From an optimization exercise on the open Yosys and OpenROAD flow, aimed at small area and a short achievable clock period; shortcuts taken in it are not production practice.
In this exercise RTL edits were held to simulation tests only and were not proved equivalent to the original.
Power is estimated from default activity; no workload was simulated.

==> flow/design.v <==
module mem_slave #(
  parameter int unsigned WIDTH       = 16,
  parameter int unsigned DEPTH       = 64,
  parameter int unsigned ADDR_WIDTH  = $clog2(DEPTH),
  parameter int unsigned WAIT_CYCLES = 2
) (
  input  logic                  clk,
  input  logic                  res,
  input  logic                  bus_wr_rd,
  input  logic [ADDR_WIDTH-1:0] bus_addr,
  input  logic [WIDTH-1:0]      bus_wdata,
  input  logic                  bus_valid,
  output logic                  bus_ready,
  output logic [WIDTH-1:0]      bus_rdata,
  output logic                  bus_rdata_vld
);
  localparam int NR = 8;   
  localparam int RL = 8;   
  localparam int NT = 4;   
  localparam int NS = 3;   
  logic             ready_q, w1_q, w2_q, rq1_q, rq2_q, pend_q;
  logic             rdt_q, rdb_q;
  logic [2:0]       ph_q;
  logic             we_q;
  logic [NR-1:0]    rsel_q;      
  logic [2:0]       pos_q;       
  logic [NT-1:0]    tsel_q;      
  logic [NS-1:0]    smatch_q;    
  logic [WIDTH-1:0] wdata_q;
  logic [WIDTH-1:0] rdbuf_q;
  logic [WIDTH-1:0] rdata_q;
  logic             rdata_vld_q;
  logic [WIDTH-1:0] mem_q [NR][RL];
  logic             accept;
  logic             clr;
  logic [2:0]       pos_d;
  logic [1:0]       tap_d;
  logic [WIDTH-1:0] wsrc;
  logic [WIDTH-1:0] tap_word [NT];
  logic [WIDTH-1:0] rd_word;
  logic [NR-1:0]    rdec;
  assign accept = ready_q && bus_valid;
  assign clr    = res || rq1_q || rq2_q;
  assign wsrc   = clr ? '0 : wdata_q;
  always_comb begin
    for (int r = 0; r < NR; r++) rdec[r] = (bus_addr[5:3] == 3'(r));
  end
  assign pos_d = ready_q ? (bus_addr[2:0] + ph_q + 3'd1) : (pos_q + 3'd1);
  assign tap_d = 2'((pos_d + 3'd1) >> 1);   
  always_comb begin
    for (int t = 0; t < NT; t++) begin
      tap_word[t] = '0;
      for (int r = 0; r < NR; r++)
        tap_word[t] = tap_word[t] | (mem_q[r][2*t] & {WIDTH{rsel_q[r]}});
    end
    rd_word = '0;
    for (int t = 0; t < NT; t++)
      rd_word = rd_word | (tap_word[t] & {WIDTH{tsel_q[t]}});
  end
  always_ff @(posedge clk) begin
    if (res) begin
      ready_q     <= 1'b0;
      w1_q        <= 1'b0;
      w2_q        <= 1'b0;
      pend_q      <= 1'b0;
      rdt_q       <= 1'b0;
      rdb_q       <= 1'b0;
      ph_q        <= '0;
      rdata_q     <= '0;
      rdata_vld_q <= 1'b0;
    end else begin
      ready_q     <= !accept && !w1_q;
      w1_q        <= accept;
      w2_q        <= w1_q;
      pend_q      <= (accept && bus_wr_rd) || (we_q && (w1_q || w2_q));
      rdt_q       <= w1_q && !we_q && !pos_d[0];
      rdb_q       <= w1_q && !we_q && pos_d[0];
      ph_q        <= ph_q + 3'd1;
      rdata_vld_q <= w2_q && !we_q;
      if (rdt_q) rdata_q <= rd_word;
      else if (rdb_q) rdata_q <= rdbuf_q;
    end
    rq1_q <= res;
    rq2_q <= rq1_q;
  end
  always_ff @(posedge clk) begin
    if (ready_q) begin
      we_q    <= bus_wr_rd;
      rsel_q  <= rdec;
      wdata_q <= bus_wdata;
    end
    pos_q       <= pos_d;
    tsel_q      <= NT'(1) << tap_d;
    smatch_q[0] <= (pos_d == 3'd7);
    smatch_q[1] <= (pos_d == 3'd2);
    smatch_q[2] <= (pos_d == 3'd5);
    rdbuf_q     <= rd_word;
  end
  always_ff @(posedge clk) begin
    for (int r = 0; r < NR; r++) begin
      for (int k = 0; k < RL; k++) begin
        if ((k % 3) == 0 && (clr || (pend_q && rsel_q[r] && smatch_q[k / 3])))
          mem_q[r][k] <= wsrc;
        else
          mem_q[r][k] <= mem_q[r][(k + RL - 1) % RL];
      end
    end
  end
  assign bus_ready     = ready_q;
  assign bus_rdata     = rdata_q;
  assign bus_rdata_vld = rdata_vld_q;
endmodule
Settings: LEC_CHECK=0, ABC_CLOCK_PERIOD_IN_PS=2000, CAP_MARGIN=20, CORE_MARGIN=2, CORE_UTILIZATION=40, SETUP_SLACK_MARGIN=2.8, SLEW_MARGIN=20; clock period 5.0 ns.
run.sh (not shown) runs the stock make flow with config.mk's settings and CLKGATE_MAP_FILE= SYNTH_SCRIPT=/design/flow/synth_recipe.tcl, a recipe that flattens the netlist after the stock synthesis.
The first run produced a clean layout.
Then changed:
Settings changed: ABC_CLOCK_PERIOD_IN_PS 2000 to not set, SETUP_SLACK_MARGIN 2.8 to not set.
=>
- total power went down slightly
- routed wire length decreases by a few percent
- core utilization shrinks by 0.58 points
- via count is lower slightly
- cell area falls slightly
- worst setup slack degrades by 0.74 ns
- fmax shrinks by a quarter to a third
- clock power falls slightly
- clock skew fell by 0.0081 ns

==> static timing again, ports no longer ideal <==
Ports are ideal in the flow. The routed layouts listed here were re-timed in OpenROAD.
Step 1 assumes that a clkbuf_16 drives the clock port and a buf_2 every other input.
Step 2, shift: input delay + t, output delay - t, t = (earliest + latest rising clock arrival at the registers) / 2. This alone moves slack from input paths to output paths.
a / b / c = ideal ports / drivers / drivers and shift; a / b = the first two.
| run | t (ns) | setup slack, ns | worst hold slack (ns) | latest minus earliest clock arrival (ns) | slew at the worst register clock pin (ns) |
|---|---|---|---|---|---|
| the first run | 0.713 | 2.826 / 2.761 / 2.286 | 0.316 / 0.316 / 0.316 | 0.034 / 0.034 | 0.07 / 0.07 |
| the second run | 0.724 | 2.081 / 2.095 / 1.388 | 0.317 / 0.317 / 0.317 | 0.030 / 0.029 | 0.07 / 0.07 |
After both steps every run listed still meets setup and hold. For the second run, which loses most, drivers alone change the setup slack by +0.014 ns; drivers and shift together by -0.693 ns.
